This is an optimization exercise on Yosys and OpenROAD, whose aim is small area, a short achievable clock period and few clock cycles, not a production implementation.
Only simulation tests tie the RTL to the original design; equivalence was not proved.

### flow/config.mk
export PLATFORM = sky130hd
export DESIGN_NAME = disc_flight_drag_integrator_core
export DESIGN_NICKNAME = disc_flight_drag_integrator_core
export VERILOG_FILES = /design/flow/design.v
export SDC_FILE = /design/flow/constraint.sdc
export NUM_CORES = 4
export LEC_CHECK = 0
export ABC_AREA = 1
export CAP_MARGIN = 40
export CORE_MARGIN = 2
export CORE_UTILIZATION = 40
export PLACE_DENSITY = 0.6
export SETUP_SLACK_MARGIN = 3.75
export SLEW_MARGIN = 20
### flow/constraint.sdc
create_clock -name core_clock -period 12.0 [get_ports {clock}]
set_input_delay 2.4000 -clock core_clock [delete_from_list [all_inputs] [get_ports {clock}]]
set_output_delay 2.4000 -clock core_clock [all_outputs]
set_load 0.01 [all_outputs]
### flow/design.v
package dfdi_pkg;
   localparam int FracBits = 16;
   localparam int DtBits   = 16;
   localparam logic [2:0] REG_DRAG_COEFF   = 3'd0;
   localparam logic [2:0] REG_LIFT_COEFF   = 3'd1;
   localparam logic [2:0] REG_FRONTAL_AREA = 3'd2;
   localparam logic [2:0] REG_INV_MASS     = 3'd3;
   localparam logic [2:0] REG_LIFT_PRODUCT = 3'd4;
   localparam logic [2:0] REG_WIND_X       = 3'd5;
   localparam logic [2:0] REG_WIND_Y       = 3'd6;
   localparam logic [2:0] REG_WIND_Z       = 3'd7;
   localparam logic REQ_TICK   = 1'b0;
   localparam logic REQ_LAUNCH = 1'b1;
   function automatic logic [32:0] sat50(input logic signed [49:0] v);
      logic hi_ok;
      begin
         hi_ok = (v[49:31] == {19{v[49]}});
         if (hi_ok) sat50 = {1'b0, v[31:0]};
         else if (v[49]) sat50 = {1'b1, 32'h80000000};
         else sat50 = {1'b1, 32'h7fffffff};
      end
   endfunction
   function automatic logic [32:0] sat33(input logic signed [32:0] v);
      begin
         if (v[32] == v[31]) sat33 = {1'b0, v[31:0]};
         else if (v[32]) sat33 = {1'b1, 32'h80000000};
         else sat33 = {1'b1, 32'h7fffffff};
      end
   endfunction
endpackage
module disc_flight_drag_integrator_core (
   input  logic                clock,
   input  logic                reset,
   input  logic                csr_write,
   input  logic [2:0]          csr_index,
   input  logic [31:0]         csr_data,
   input  logic                req_valid,
   output logic                req_stall,
   input  logic                req_type,
   input  logic [15:0]         req_time_step,
   input  logic signed [31:0]  req_load_pos_x,
   input  logic signed [31:0]  req_load_pos_y,
   input  logic signed [31:0]  req_load_pos_z,
   input  logic signed [31:0]  req_load_vel_x,
   input  logic signed [31:0]  req_load_vel_y,
   input  logic signed [31:0]  req_load_vel_z,
   output logic                rsp_valid,
   input  logic                rsp_stall,
   output logic signed [31:0]  rsp_out_pos_x,
   output logic signed [31:0]  rsp_out_pos_y,
   output logic signed [31:0]  rsp_out_pos_z,
   output logic signed [31:0]  rsp_out_vel_x,
   output logic signed [31:0]  rsp_out_vel_y,
   output logic signed [31:0]  rsp_out_vel_z,
   output logic                rsp_saturated
);
   localparam logic [3:0] F_IDLE = 4'd0, F_SQ0 = 4'd1, F_SQ1 = 4'd2, F_SQ2 = 4'd3,
                          F_RT = 4'd4, F_P0 = 4'd5, F_P1 = 4'd6, F_P2 = 4'd7,
                          F_P3 = 4'd8, F_P4 = 4'd9, F_P5 = 4'd10, F_P6 = 4'd11,
                          F_C0 = 4'd12, F_C1 = 4'd13, F_C2 = 4'd14, F_C3 = 4'd15;
   localparam logic [2:0] T_IDLE = 3'd0, T_Z = 3'd1, T_L = 3'd5, T_PZ = 3'd2,
                          T_PX = 3'd3, T_PY = 3'd4;
   logic [30:0] drag_ff, lift_ff, area_ff, imass_ff;
   logic [31:0] lprod_ff;
   logic [2:0][31:0] wind_ff;
   logic        dirty_ff;
   logic [30:0] kd_ff;
   logic [31:0] lacc_ff;
   logic        csat_ff;
   logic [2:0][31:0] pos_ff, vel_ff, vnew_ff;
   logic        sat_ff, rsp_valid_ff;
   logic [3:0]  fst_ff;
   logic [15:0] dtf_ff;
   logic        flagf_ff;
   logic signed [31:0] ma_ff, mb_ff;
   logic [63:0] s2_ff;
   logic [33:0] rem_ff;
   logic [31:0] root_ff;
   logic [33:0] root3_ff;    
   logic [3:0]  rcnt_ff;
   logic        rt_first_ff;   
   logic        rskip;         
   logic [7:0]  rbits;         
   logic        ssat_ff;
   logic [31:0] ks_ff, drag_ff2, fsum_ff;
   logic [2:0]  tst_ff;
   logic        flagt_ff;
   logic signed [32:0] sa_ff;
   logic [15:0] sb_ff;
   logic [5:0]  scs_ff;
   logic [31:0] sc;
   logic        scsh;
   logic rsp_free, tick_ok, launch_ok, acc_tick, acc_launch, f_hold, f_pre;
   logic csr_dep;
   assign rsp_free  = !rsp_valid_ff || !rsp_stall;
   assign f_pre     = (fst_ff[3:2] == 2'b11);
   assign f_hold    = (fst_ff == F_P1) && (tst_ff != T_IDLE);
   assign tick_ok   = ((fst_ff == F_IDLE) || (fst_ff == F_P6)) && !dirty_ff;
   assign launch_ok = ((fst_ff == F_IDLE) || f_pre) && (tst_ff == T_IDLE) && rsp_free;
   assign req_stall = (req_type == dfdi_pkg::REQ_LAUNCH) ? !launch_ok : !tick_ok;
   assign acc_tick   = req_valid && (req_type == dfdi_pkg::REQ_TICK) && tick_ok;
   assign acc_launch = req_valid && (req_type == dfdi_pkg::REQ_LAUNCH) && launch_ok;
   assign csr_dep = csr_write && (csr_index <= dfdi_pkg::REG_LIFT_PRODUCT);
   logic signed [65:0] mp;
   logic signed [65:0] maddend;
   logic        add_s2_ff, add_v_ff;    
   always_comb begin
      maddend = '0;
      if (add_s2_ff) maddend = {2'b00, s2_ff};
      if (add_v_ff) maddend = 66'(mb_ff);
   end
   always_comb begin
      logic [32:0] bx;
      logic [2:0]  g;
      logic [33:0] m;
      logic [65:0] acc;
      bx = {mb_ff, 1'b0};
      acc = maddend;
      for (int i = 0; i < 16; i++) acc = acc - (66'd1 << (33 + 2*i));
      for (int i = 0; i < 16; i++) begin
         g = bx[2*i +: 3];
         case (g)
            3'b001, 3'b010: m = {{2{ma_ff[31]}}, ma_ff};
            3'b011:         m = {ma_ff[31], ma_ff, 1'b0};
            3'b100:         m = ~{ma_ff[31], ma_ff, 1'b0};
            3'b101, 3'b110: m = ~{{2{ma_ff[31]}}, ma_ff};
            default:        m = 34'd0;
         endcase
         acc = acc + (66'({~m[33], m[32:0]}) << (2*i))
                   + (66'(g[2] & ~(g[1] & g[0])) << (2*i));
      end
      mp = acc;
   end
   logic [32:0] mq;          
   logic [31:0] mclamp;      
   logic        mclamp_s;
   always_comb begin
      if (mp[65:47] == {19{mp[65]}}) mq = {1'b0, mp[47:16]};
      else if (mp[65]) mq = {1'b1, 32'h80000000};
      else mq = {1'b1, 32'h7fffffff};
      mclamp_s = (mp[63:48] != 16'd0);
      mclamp = mclamp_s ? 32'h7fffffff : {1'b0, mp[47:17]};
   end
   logic [32:0] fs;
   logic [31:0] wsel;
   always_comb begin
      case (fst_ff)
         F_P3:    wsel = wind_ff[1];
         F_P5:    wsel = wind_ff[2];
         default: wsel = wind_ff[0];
      endcase
      fs = dfdi_pkg::sat33({drag_ff2[31], drag_ff2} + {wsel[31], wsel});
   end
   logic [2:0] lzg;
   always_comb begin
      logic [31:0] m;
      logic [7:0] okxy, okz;
      m = vnew_ff[2] ^ {32{vnew_ff[2][31]}};
      okxy[0] = !s2_ff[63]; okz[0] = 1'b1;
      for (int i = 1; i < 8; i++) begin
         okxy[i] = okxy[i-1] && (s2_ff[70 - 8*i -: 8] == 8'd0);
         okz[i] = okz[i-1] && (m[34 - 4*i -: 4] == 4'd0);
      end
      lzg = 3'd0;
      for (int i = 1; i < 8; i++) if (okxy[i] && okz[i]) lzg = 3'(i);
   end
   logic [33:0] rem_nx;
   logic [31:0] root_nx;
   logic [33:0] root3_nx;
   assign rskip = rt_first_ff && (s2_ff[63:56] == 8'd0) && (rcnt_ff != 4'd1);
   assign rbits = rskip ? s2_ff[55:48] : s2_ff[63:56];
   always_comb begin
      logic [38:0] x, t1, t2, t3;
      logic [33:0] r, q3;
      logic [31:0] q;
      r = rem_ff; q = root_ff; q3 = root3_ff;
      for (int j = 0; j < 2; j++) begin
         x = {1'b0, r, rbits[7 - 4*j -: 4]};
         t1 = x - {4'd0, q, 3'b001};
         t2 = x - {3'd0, q, 4'b0100};
         t3 = x - {2'd0, q3, 3'b000} - 39'd9;
         if (!t3[38]) begin
            r = t3[33:0]; q = {q[29:0], 2'b11}; q3 = {q3[31:0], 2'b00} + 34'd9;
         end else if (!t2[38]) begin
            r = t2[33:0]; q = {q[29:0], 2'b10}; q3 = {q3[31:0], 2'b00} + 34'd6;
         end else if (!t1[38]) begin
            r = t1[33:0]; q = {q[29:0], 2'b01}; q3 = {q3[31:0], 2'b00} + 34'd3;
         end else begin
            r = x[33:0]; q = {q[29:0], 2'b00}; q3 = {q3[31:0], 2'b00};
         end
      end
      rem_nx = r; root_nx = q; root3_nx = q3;
   end
   logic signed [49:0] sp;
   always_comb begin
      logic [18:0] bx;
      logic [2:0]  g;
      logic [34:0] m;
      logic [49:0] acc;
      bx = {2'b00, sb_ff, 1'b0};
      sc = ({32{scs_ff[0]}} & vnew_ff[0]) | ({32{scs_ff[1]}} & vnew_ff[1]) |
           ({32{scs_ff[2]}} & vnew_ff[2]) |
           ({32{scs_ff[3]}} & pos_ff[0]) | ({32{scs_ff[4]}} & pos_ff[1]) |
           ({32{scs_ff[5]}} & pos_ff[2]);
      scsh = |scs_ff[5:3];
      acc = scsh ? {{1{sc[31]}}, sc, 17'd0} : {{2{sc[31]}}, sc, 16'd0};
      for (int i = 0; i < 9; i++) acc = acc - (50'd1 << (34 + 2*i));
      for (int i = 0; i < 9; i++) begin
         g = bx[2*i +: 3];
         case (g)
            3'b001, 3'b010: m = {{2{sa_ff[32]}}, sa_ff};
            3'b011:         m = {sa_ff[32], sa_ff, 1'b0};
            3'b100:         m = ~{sa_ff[32], sa_ff, 1'b0};
            3'b101, 3'b110: m = ~{{2{sa_ff[32]}}, sa_ff};
            default:        m = 35'd0;
         endcase
         acc = acc + (50'({~m[34], m[33:0]}) << (2*i))
                   + (50'(g[2] & ~(g[1] & g[0])) << (2*i));
      end
      sp = acc;
   end
   logic [32:0] sv;          
   logic [32:0] spos;        
   always_comb begin
      sv = dfdi_pkg::sat50(sp >>> 16);
      spos = dfdi_pkg::sat50(sp >>> 17);
   end
   logic [31:0] vz_now;
   assign vz_now = (tst_ff == T_L) ? sv[31:0] : vnew_ff[2];
   always_ff @(posedge clock) begin
      if (reset) begin
         drag_ff <= '0; lift_ff <= '0; area_ff <= '0; imass_ff <= 31'd65536;
         lprod_ff <= '0;
         wind_ff[0] <= '0; wind_ff[1] <= '0; wind_ff[2] <= '0;
      end else if (csr_write) begin
         case (csr_index)
            dfdi_pkg::REG_DRAG_COEFF:   drag_ff  <= csr_data[30:0];
            dfdi_pkg::REG_LIFT_COEFF:   lift_ff  <= csr_data[30:0];
            dfdi_pkg::REG_FRONTAL_AREA: area_ff  <= csr_data[30:0];
            dfdi_pkg::REG_INV_MASS:     imass_ff <= csr_data[30:0];
            dfdi_pkg::REG_LIFT_PRODUCT: lprod_ff <= csr_data;
            dfdi_pkg::REG_WIND_X:       wind_ff[0] <= csr_data;
            dfdi_pkg::REG_WIND_Y:       wind_ff[1] <= csr_data;
            dfdi_pkg::REG_WIND_Z:       wind_ff[2] <= csr_data;
            default: ;
         endcase
      end
   end
   always_ff @(posedge clock) begin
      if (reset) begin
         fst_ff <= F_IDLE;
         dirty_ff <= 1'b1;
      end else begin
         if (csr_dep) dirty_ff <= 1'b1;
         case (fst_ff)
            F_IDLE: begin
               if (acc_tick) fst_ff <= F_SQ0;
               else if (dirty_ff && !csr_dep) fst_ff <= F_C0;
            end
            F_SQ0: fst_ff <= F_SQ1;
            F_SQ1: fst_ff <= F_SQ2;
            F_SQ2: fst_ff <= F_RT;
            F_RT: if (rcnt_ff == 4'd1 || (rskip && rcnt_ff == 4'd2)) fst_ff <= F_P0;
            F_P1: if (!f_hold) fst_ff <= F_P2;
            F_P6: fst_ff <= acc_tick ? F_SQ0 : F_IDLE;
            F_C3: begin
               fst_ff <= F_IDLE;
               if (!csr_dep) dirty_ff <= 1'b0;
            end
            default: fst_ff <= fst_ff + 4'd1;
         endcase
         if (f_pre && csr_dep) fst_ff <= F_IDLE;
      end
   end
   always_ff @(posedge clock) begin
      add_s2_ff <= (fst_ff == F_SQ0) || (fst_ff == F_SQ1);
      add_v_ff <= (fst_ff == F_P0) || (fst_ff == F_P1) || (fst_ff == F_P3);
      case (fst_ff)
         F_IDLE, F_P6: begin
            if (dirty_ff) begin
               ma_ff <= {1'b0, drag_ff}; mb_ff <= {1'b0, area_ff};
            end else begin
               ma_ff <= $signed(vnew_ff[0]); mb_ff <= $signed(vnew_ff[0]);
            end
         end
         F_SQ0: begin ma_ff <= $signed(vnew_ff[1]); mb_ff <= $signed(vnew_ff[1]); end
         F_SQ1: begin ma_ff <= $signed(vz_now); mb_ff <= $signed(vz_now); end
         F_RT: begin
            ma_ff <= {1'b0, kd_ff};
            mb_ff <= ssat_ff ? 32'sh7fffffff : root_nx;
         end
         F_P0: begin ma_ff <= ~mq[31:0]; mb_ff <= vnew_ff[0]; end
         F_P1: if (!f_hold) begin ma_ff <= ~ks_ff; mb_ff <= vnew_ff[1]; end
         F_P2, F_P5: begin ma_ff <= fs[31:0]; mb_ff <= {1'b0, imass_ff}; end
         F_P3: begin ma_ff <= ~ks_ff; mb_ff <= vnew_ff[2]; end
         F_P4: begin ma_ff <= fsum_ff; mb_ff <= {1'b0, imass_ff}; end
         F_C0: begin ma_ff <= {1'b0, lift_ff}; mb_ff <= {1'b0, area_ff}; end
         F_C1: begin ma_ff <= mclamp; mb_ff <= lprod_ff; end
         F_C2: begin ma_ff <= mq[31:0]; mb_ff <= {1'b0, imass_ff}; end
         default: ;
      endcase
   end
   always_ff @(posedge clock) begin
      rt_first_ff <= (fst_ff == F_SQ2);
      if (acc_tick) dtf_ff <= req_time_step;
      case (fst_ff)
         F_SQ0, F_SQ1: s2_ff <= mp[63:0];
         F_SQ2: begin
            s2_ff <= mp[63:0] << {lzg, 3'b000};
            rcnt_ff <= 4'd8 - {1'b0, lzg};
            rem_ff <= '0; root_ff <= '0; root3_ff <= '0;
            ssat_ff <= 1'b0;
         end
         F_RT: begin
            if (rcnt_ff == 4'd8 && s2_ff[63:62] != 2'd0) ssat_ff <= 1'b1;
            rcnt_ff <= rcnt_ff - (rskip ? 4'd2 : 4'd1);
            s2_ff <= rskip ? {s2_ff[47:0], 16'd0} : {s2_ff[55:0], 8'd0};
            rem_ff <= rem_nx; root_ff <= root_nx; root3_ff <= root3_nx;
         end
         default: ;
      endcase
      case (fst_ff)
         F_P0: ks_ff <= mq[31:0];
         F_P1: if (!f_hold) drag_ff2 <= mq[31:0];
         F_P2, F_P4: drag_ff2 <= mq[31:0];
         default: ;
      endcase
      if (fst_ff == F_P3) fsum_ff <= fs[31:0];
      if (fst_ff == F_C0) kd_ff <= mclamp[30:0];
      if (fst_ff == F_C3) lacc_ff <= mq[31:0];
      case (fst_ff)
         F_C0: csat_ff <= mclamp_s;
         F_C1: csat_ff <= csat_ff | mclamp_s;
         F_C2, F_C3: csat_ff <= csat_ff | mq[32];
         default: ;
      endcase
   end
   always_ff @(posedge clock) begin
      if (acc_tick) flagf_ff <= 1'b0;
      else begin
         case (fst_ff)
            F_P0: flagf_ff <= flagf_ff | csat_ff | ssat_ff | mq[32];
            F_P1: if (!f_hold) flagf_ff <= flagf_ff | mq[32];
            F_P2: flagf_ff <= flagf_ff | mq[32] | fs[32];
            F_P3: flagf_ff <= flagf_ff | mq[32] | fs[32];
            F_P4: flagf_ff <= flagf_ff | mq[32] | sv[32];
            F_P5: flagf_ff <= flagf_ff | mq[32] | fs[32];
            default: ;
         endcase
      end
   end
   always_ff @(posedge clock) begin
      if (reset) begin
         tst_ff <= T_IDLE;
      end else begin
         case (tst_ff)
            T_IDLE: if (fst_ff == F_P6) tst_ff <= T_Z;
            T_Z: tst_ff <= T_L;
            T_L: tst_ff <= T_PZ;
            T_PZ: if (rsp_free) tst_ff <= T_PX;
            T_PX: tst_ff <= T_PY;
            default: tst_ff <= T_IDLE;
         endcase
      end
   end
   always_ff @(posedge clock) begin
      if (fst_ff == F_P6) begin
         flagt_ff <= flagf_ff | mq[32] | sv[32];
      end else begin
         flagt_ff <= flagt_ff |
                     ((tst_ff == T_Z || tst_ff == T_L) ? sv[32] : 1'b0) |
                     (((tst_ff == T_PZ && rsp_free) || tst_ff == T_PX) ? spos[32] : 1'b0);
      end
      if (fst_ff == F_P3 || fst_ff == F_P5 || fst_ff == F_P6) begin
         sa_ff <= {mq[31], mq[31:0]};
         sb_ff <= dtf_ff;
         case (fst_ff)
            F_P3:    scs_ff <= 6'b000001;
            F_P5:    scs_ff <= 6'b000010;
            default: scs_ff <= 6'b000100;
         endcase
      end else begin
         case (tst_ff)
            T_Z: begin
               sa_ff <= {lacc_ff[31], lacc_ff};
               scs_ff <= 6'b000100;
            end
            T_L: begin
               sa_ff <= {vel_ff[2][31], vel_ff[2]} + {vnew_ff[2][31], vnew_ff[2]};
               scs_ff <= 6'b100000;
            end
            T_PZ: if (rsp_free) begin
               sa_ff <= {vel_ff[0][31], vel_ff[0]} + {vnew_ff[0][31], vnew_ff[0]};
               scs_ff <= 6'b001000;
            end
            T_PX: begin
               sa_ff <= {vel_ff[1][31], vel_ff[1]} + {vnew_ff[1][31], vnew_ff[1]};
               scs_ff <= 6'b010000;
            end
            default: ;
         endcase
      end
   end
   always_ff @(posedge clock) begin
      if (reset) begin
         rsp_valid_ff <= 1'b0;
         for (int i = 0; i < 3; i++) begin
            pos_ff[i] <= '0;
            vel_ff[i] <= '0;
            vnew_ff[i] <= '0;
         end
      end else begin
         if (acc_launch || tst_ff == T_PY) rsp_valid_ff <= 1'b1;
         else if (!rsp_stall) rsp_valid_ff <= 1'b0;
         if (acc_launch) begin
            pos_ff[0] <= req_load_pos_x; pos_ff[1] <= req_load_pos_y;
            pos_ff[2] <= req_load_pos_z;
            vel_ff[0] <= req_load_vel_x; vel_ff[1] <= req_load_vel_y;
            vel_ff[2] <= req_load_vel_z;
            vnew_ff[0] <= req_load_vel_x; vnew_ff[1] <= req_load_vel_y;
            vnew_ff[2] <= req_load_vel_z;
         end
         if (fst_ff == F_P4) vnew_ff[0] <= sv[31:0];
         if (fst_ff == F_P6) vnew_ff[1] <= sv[31:0];
         if (tst_ff == T_Z || tst_ff == T_L) vnew_ff[2] <= sv[31:0];
         if (tst_ff == T_PZ && rsp_free) pos_ff[2] <= spos[31:0];
         if (tst_ff == T_PX) pos_ff[0] <= spos[31:0];
         if (tst_ff == T_PY) begin
            pos_ff[1] <= spos[31:0];
            vel_ff[0] <= vnew_ff[0]; vel_ff[1] <= vnew_ff[1]; vel_ff[2] <= vnew_ff[2];
         end
      end
   end
   always_ff @(posedge clock) begin
      if (reset) sat_ff <= 1'b0;
      else if (acc_launch) sat_ff <= 1'b0;
      else if (tst_ff == T_PY) sat_ff <= flagt_ff | spos[32];
   end
   assign rsp_valid = rsp_valid_ff;
   assign rsp_out_pos_x = pos_ff[0];
   assign rsp_out_pos_y = pos_ff[1];
   assign rsp_out_pos_z = pos_ff[2];
   assign rsp_out_vel_x = vel_ff[0];
   assign rsp_out_vel_y = vel_ff[1];
   assign rsp_out_vel_z = vel_ff[2];
   assign rsp_saturated = sat_ff;
endmodule
### flow/run.sh
#!/bin/bash
# synth_recipe.tcl (not shown) runs the flow's synth.tcl, then flattens the netlist and writes it again
# the make line also repeats each setting of config.mk as NAME=value (left out here)
make -C /OpenROAD-flow-scripts/flow DESIGN_CONFIG=/design/flow/config.mk WORK_HOME=/design/flow/orfs CLKGATE_MAP_FILE= SYNTH_SCRIPT=/design/flow/synth_recipe.tcl finish
==> results of run 1 <==
-- how the worst min path moves through the flow --
stage	to	from	depth (start not counted)	slack [ps]
2_1_floorplan	sb_ff[0]	dtf_ff[0]	0	400
3_3_place_gp	imass_ff[16]	imass_ff[16]	2	440
3_5_place_dp	imass_ff[16]	imass_ff[16]	2	440
4_1_cts	imass_ff[16]	imass_ff[16]	2	460
5_1_grt	imass_ff[16]	imass_ff[16]	2	490
6_report	imass_ff[16]	imass_ff[16]	2	470
-- Yosys cell counts, types with 23 or more instances --
cell type	instances
a21oi_1	997
a22oi_1	164
nand2_1	3164
buf_1	82
inv_2	25
nand4_1	124
o21ai_0	1227
clkbuf_1	945
a221oi_1	639
buf_2	47
a31oi_1	243
nor4_1	38
a211oi_1	58
edfxtp_1	463
xor2_1	224
or2_2	33
dfxtp_1	555
o2111ai_1	51
fa_1	765
o21a_1	51
nor2_1	1726
nor3_1	102
xnor2_1	128
o221ai_1	259
ha_1	766
nand3_1	491
o21ai_1	29
a21o_1	51
inv_1	1937
clkinv_1	23
o22ai_1	481
o21bai_1	29
o211ai_1	91
-- critical path, delay by kind of cell (launching register included) --
| family | cells | cell delay, ps |
|---|---|---|
| adder cells (fa/ha/maj) | 6 | 2800 |
| AO/OA/AOI/OAI | 10 | 2740 |
| buffers and inverters | 6 | 1270 |
| AND/OR/NAND/NOR | 9 | 1010 |
| flip-flops | 1 | 350 |
-- timing repair --
| item | 4_1_cts | 5_1_grt |
|---|---|---|
| hold buffers | 0 | 0 |
| gates cloned | 14 | 15 |
| buffers inserted | 171 | 207 |
| gates resized for setup | 816 | 803 |
| setup endpoints to repair | 494 | 371 |
| pin swaps | 84 | 255 |
-- stage by stage --
step | setup WS, ps | instance area [um^2] | instances
finish | 3490 | 141000 | 20700
global route | 3350 | 141000 | 20700
CTS | 3680 | 135000 | 20400
detailed placement | 1580 | 126000 | 20000
global placement | 1490 | 125000 | 19900
floorplan | 4450 | 116000 | 16300
-- state kept, by name, summed over array words and instances, names as in the netlist, 33 cells and up --
| register | cells |
|---|---|
| vnew_ff | 96 |
| pos_ff | 96 |
| vel_ff | 96 |
| rem_ff | 34 |
| wind_ff | 96 |
| sa_ff | 33 |
| root3_ff | 33 |
| s2_ff | 64 |
-- logic make-up (layout without fill, tap and decap cells) --
family | count (synthesis) | in the layout
DFF | 1018 | 1018
buffers and inverters | 3115 | 3623
and+or+nand+nor | 5759 | 5770
adders and majority gates | 1531 | 1531
AOI/OAI and AO/OA | 4475 | 4475
xor gates and xnor gates | 353 | 353
other | 0 | 39
-- layer usage --
metal / GRT usage / routed length [um] / part of all wire
met1: 0.586 / 261000 / 0.37
met5: 0.00990 / 802 / 0.0011
met2: 0.625 / 274000 / 0.39
met4: 0.284 / 58300 / 0.082
met3: 0.198 / 114000 / 0.16
-- final cells by class --
class,count,area [um^2],share of cell area
antenna,39,97.6,0.000691
clock buffer,176,3620,0.0256
multi-input combinational,12100,85500,0.605
inverter,1986,7710,0.0545
sequential,1018,25000,0.177
clock inverter,51,554,0.00392
timing repair inverter,4,27.5,0.000195
tap,3900,4880,0.0345
timing repair buffer,1406,13900,0.0983
==> summary.txt, run 1 <==
Clock network
  • Clock latency on the worst-skew pair: 880 ps
  • Clock root cell: clkbuf_16
  • Clock Pin Slew Worst Setup and Hold Paths: 70 ps
  • TritonCTS Sinks: 1018
  • CTS buffer count: 119
  • CTS H-tree depth: 3
  • Clock buffer depth: 3
  • TritonCTS clock tree: built

Min path
  • Hold WC Path Type: flop to flop

Route
  • Wire per inst: 34.2 um
  • Via count: 136000
  • DRT antenna net count: 0
  • Routed WL: 708 mm
  • Via-to-Cell Ratio: around 6.6
  • Drt initial violations: 22900
  • Residual DRC: 0
  • Pre-antenna DRT Iters: 12

Cells and area
  • Share of cells above drive strength 1: 0.139
  • Nets: 18400
  • Post-layout util: 0.487
  • Fillers: roughly 30000
  • Commonest non-fill, non-tap cell in the layout: nand2_1
  • Commonest non-fill, non-tap cells in the layout: 2974 x nand2_1, 1825 x inv_1, 1558 x nor2_1
  • Area Overhead vs Synth: 21.3%

GRT
  • Total GRT Usage: 0.458
  • Congestion Overflow GR: 0
  • Initial antenna violation count: 66
  • Pin count of the biggest net entering global routing: about 100
  • First-pass GRT wire length: 961 mm
  • Number of global-route vias before repair: 121000

Setup path
  • CP Launch Type: flop
  • Reg-to-Reg Start: vnew_ff[47]
  • Most frequent cell on the critical path: fa_1
  • Reg2reg end: mb_ff[19]
  • Worst Path Required: roughly 13000 ps
  • Reg2reg path depth: 31
  • Critical path capture point: mb_ff[19]
  • Start point of the critical path: vnew_ff[47]
  • Worst Setup End Kind: flop
  • CP max stage delay: 570 ps
  • Setup slack, reg-to-reg: ~3500 ps
  • Worst path slowest cell: a22oi_2
  • Crit path arrival time: 9040 ps
  • Crit-path max FO: 11
  • Critical path class: flop to flop

Synth
  • Post-synth top area cell: fa_1
  • Mux cell area share after synthesis: 0
  • Adder-cell share of the synthesized area: 0.214
  • Netlist Area Pre-Place: 0.116 mm^2
  • Dominant synthesized flop cell: dfxtp_1
  • Register area share after synthesis: 0.215
  • Post-Synth XOR/XNOR Area: 0.0266
  • Synth area leaders: fa_1 13%, edfxtp_1 12%, nand2_1 10%
  • Async SR Flop Fraction: 0
  • Synth top area share: 0.131
  • Synth Area in Compound Gates: 0.243
  • Net Count, Synth: 18000
  • Synth Area in Simple Gates: 0.199
  • #FFs+latches synth: 1018
  • Synthesized area per cell: around 7.2 um^2
  • Mapped Cells: 16300
  • Largest family of logic cells by synthesized area: compound AO/OA/AOI/OAI gates
  • Post-synth EDFFs: 463
  • Ys Warns: 1
  • Synth cell types: 73

Timing
  • Final clock skew: 120 ps
  • Final period util: 0.709
  • Final Critical Period: ~8500 ps
  • Worst hold margin: around 470 ps
  • Peak Freq: 0.118 GHz
  • Setup TNS: 0 ps
  • Slew @ Worst Pin: around 1100 ps
  • Slew Limit Fails: 0
  • Slew HR: 0.239
  • RSZ-0062 raised after global routing: true
  • Final Hold Vio Count: 0
  • Setup violation total in the final timing report: 0

Floorplanning
  • Row cnt: 198
  • Die span in y: 544 um
  • Area of the core: ~0.29 mm^2
  • Die area: 0.296 mm^2
  • Die span in x: 544 um
  • IO Pins: around 440
  • Initial Util: 0.401

Status
  • Status: no timing/DRC/antenna violations

Place
  • DP HPWL: 542 mm
  • Port Buffers: 443
  • Gpl congestion: 1.14

Job
  • Max cap viols: 0
Testbench counts, summed over its fixed seeds: cycles 14,754.
==> run 2, diff against run 1 <==
--- a/flow/config.mk
+++ b/flow/config.mk
@@ -6,9 +6,9 @@
 export NUM_CORES = 4
 export LEC_CHECK = 0
 export ABC_AREA = 1
-export CAP_MARGIN = 40
+export CAP_MARGIN = 45
 export CORE_MARGIN = 2
 export CORE_UTILIZATION = 40
 export PLACE_DENSITY = 0.6
-export SETUP_SLACK_MARGIN = 3.75
+export SETUP_SLACK_MARGIN = 4.25
 export SLEW_MARGIN = 20
==> summary.txt, run 2 <==
Status
  • Status: no timing/DRC/antenna violations

GRT
  • Number of global-route vias before repair: 124000
  • Pin count of the biggest net entering global routing: 99
  • First-pass GRT wire length: 980 mm
  • Initial antenna violation count: 73
  • Congestion Overflow GR: 0
  • Total GRT Usage: 0.467

Setup path
  • Crit path arrival time: 8990 ps
  • Critical path class: flop to flop
  • Worst path slowest cell: fa_2
  • CP top delay family: adder cells
  • Crit-path max FO: 7
  • Worst Path Required: approximately 13000 ps
  • Worst path bufs/invs: 10
  • CP Launch Type: flop
  • CP max stage delay: 710 ps
  • Worst Setup End Kind: flop
  • Most frequent cell on the critical path: nand2_2

Synth
  • Synth cell types: 73
  • Ys Warns: 1
  • Async SR Flop Fraction: 0
  • Mapped Cells: 16300
  • #FFs+latches synth: 1018
  • Post-synth EDFFs: roughly 460
  • Post-synth top area cell: fa_1
  • Synthesized area per cell: slightly above 7 um^2
  • Synth area leaders: fa_1 13%, edfxtp_1 12%, nand2_1 10%
  • Net Count, Synth: roughly 18000
  • Register area share after synthesis: 0.215
  • Synth top area share: 0.131
  • Netlist Area Pre-Place: 0.116 mm^2
  • Dominant synthesized flop cell: dfxtp_1
  • Count leader, synth: nand2_1
  • Most instantiated cells after synthesis: 3164 x nand2_1, 1937 x inv_1, 1726 x nor2_1

Timing
  • Setup TNS: 0 ps
  • Final period util: 0.702
  • Final Critical Period: 8420 ps
  • Slew Limit Fails: 0
  • Peak Freq: around 0.12 GHz
  • Final Hold Vio Count: 0
  • Slew @ Worst Pin: 1010 ps
  • Setup violation total in the final timing report: 0
  • RSZ-0062 raised after global routing: true
  • Final clock skew: between 100 and 150 ps
  • Slew HR: 0.324

Cells and area
  • Nets: 18800
  • Area Overhead vs Synth: 27.5%
  • Multi-input logic area: ~0.089 mm^2
  • Total area of sequential cells: 0.0250 mm^2
  • Commonest non-fill, non-tap cell in the layout: nand2_1
  • Finished Layout Cells: 21000
  • Fillers: 28400
  • Commonest non-fill, non-tap cells in the layout: 2877 x nand2_1, 1775 x inv_1, 1513 x nor2_1
  • Share of cells above drive strength 1: 0.182

Floorplanning
  • Initial Util: 0.401
  • IO Pins: 444
  • Die span in y: 544 um
  • Die area: 0.296 mm^2
  • Row cnt: just under 200
  • Die span in x: 544 um
  • Area of the core: approximately 0.29 mm^2

Route
  • Via-to-Cell Ratio: approximately 6.6
  • Drt initial violations: 23900
  • Pre-antenna DRT Iters: 12
  • DRT antenna net count: 0
  • Residual DRC: 0
  • Routed WL: 722 mm
  • Via count: between 100k and 150k
  • Wire per inst: 34.3 um

Min path
  • Hold WC Path Type: flop to flop

Clock network
  • Hold-fix buffers, CTS: 0
  • CTS buffer count: 118
  • Clock latency on the worst-skew pair: 900 ps
  • TritonCTS Sinks: 1018
  • Clock root cell: clkbuf_16
  • Clock Pin Slew Worst Setup and Hold Paths: 70 ps
  • CTS H-tree depth: 3
  • Clock buffer depth: 3
  • TritonCTS clock tree: built

Place
  • Placed cells: approximately 20000
  • Gpl congestion: ~1.1
  • Port Buffers: 443
  • DP HPWL: 543 mm

Job
  • Max cap viols: 0
run 2: area by class of cell:
cell class              count  share of cell area
flip-flops and latches   1018               0.168
clock inverters            76             0.00627
repair buffers           1739               0.121
well taps                3900              0.0328
clock buffers             147              0.0212
repair inverters            6            0.000328
diodes                     43            0.000724
multi-input cells       12100               0.597
inverters                1986              0.0525
run 2: worst paths after layout:
kind,startpoint,end,slack [ps],depth (start not counted)
setup / recovery,mb_ff[18],ma_ff[1],3580,41
hold / removal,imass_ff[16],imass_ff[16],460,2
setup reg to reg,mb_ff[18],ma_ff[1],3580,41
hold reg to reg,imass_ff[16],imass_ff[16],460,2
run 2: metrics by stage:
step	utilization	worst slack [ps]	hold WS, ps	instance area, um^2
6_report	0.512	3580	461	149000
2_1_floorplan	-	4450	400	116000
3_3_place_gp	0.431	1490	441	125000
5_1_grt	0.511	3460	479	148000
3_5_place_dp	0.437	1590	443	127000
4_1_cts	0.488	3850	459	142000
run 2: logic make-up after synthesis:
kind of cell,share of synthesized area
flip-flops,0.215
AO/OA/AOI/OAI,0.243
adder cells (fa/ha/maj),0.214
AND/OR/NAND/NOR,0.199
buffers and inverters,0.103
XOR/XNOR,0.0266
run 2: layer usage:
layer  GRT usage  routed length, um  vias up  part of all wire
li1            -                  -    57500                 -
met3       0.216             118000     2811              0.16
met5      0.0143                822        -            0.0011
met2       0.639             279000    11600              0.39
met1       0.587             263000    66900              0.36
met4       0.288              60700       60             0.084
run 2: worst register-to-register path: cells and delay by family, from the launching register on:
family / cells / cell delay [ps]
AOI/OAI and AO/OA: 2 / 330
xor gates and xnor gates: 1 / 170
adders and majority gates: 7 / 3600
buffers and inverters: 10 / 1360
DFF: 1 / 390
and+or+nand+nor: 21 / 2270
run 2: what timing repair did:
| item | CTS | global route |
|---|---|---|
| setup endpoints to repair | 529 | 465 |
| resized for setup | 1575 | 974 |
| buffers inserted | 390 | 260 |
| cloned | 35 | 15 |
| pin swaps | 321 | 363 |

## afterwards: timing with drivers on the ports
No port has a modelled driver above. Below, the same layouts with a new extraction and two added sets of constraints.
Step 1 (the two cells are an assumption about what drives the block):
set clk [get_ports {clock}]
set_driving_cell -lib_cell sky130_fd_sc_hd__clkbuf_16 $clk
set_driving_cell -lib_cell sky130_fd_sc_hd__buf_2 [delete_from_list [all_inputs] $clk]
Step 2 adds t to the input delays and takes it off the output delays; t is the mean of the earliest and latest rising clock arrival at the registers after step 1. Input paths then give back, and output paths get back, about the clock's delay inside the block.
a / b / c = ideal ports / drivers / drivers and shift; a / b = the first two.
run | t, ns | setup WS [ns] | slew at the worst register clock pin (ns) | cell pins on the clock port's net
run 1 | 0.934 | 3.494 / 3.494 / 3.494 | 0.08 / 0.08 | 1
run 2 | 0.940 | 3.579 / 3.579 / 3.579 | 0.07 / 0.07 | 1
After both steps setup and hold are still met in every run listed.
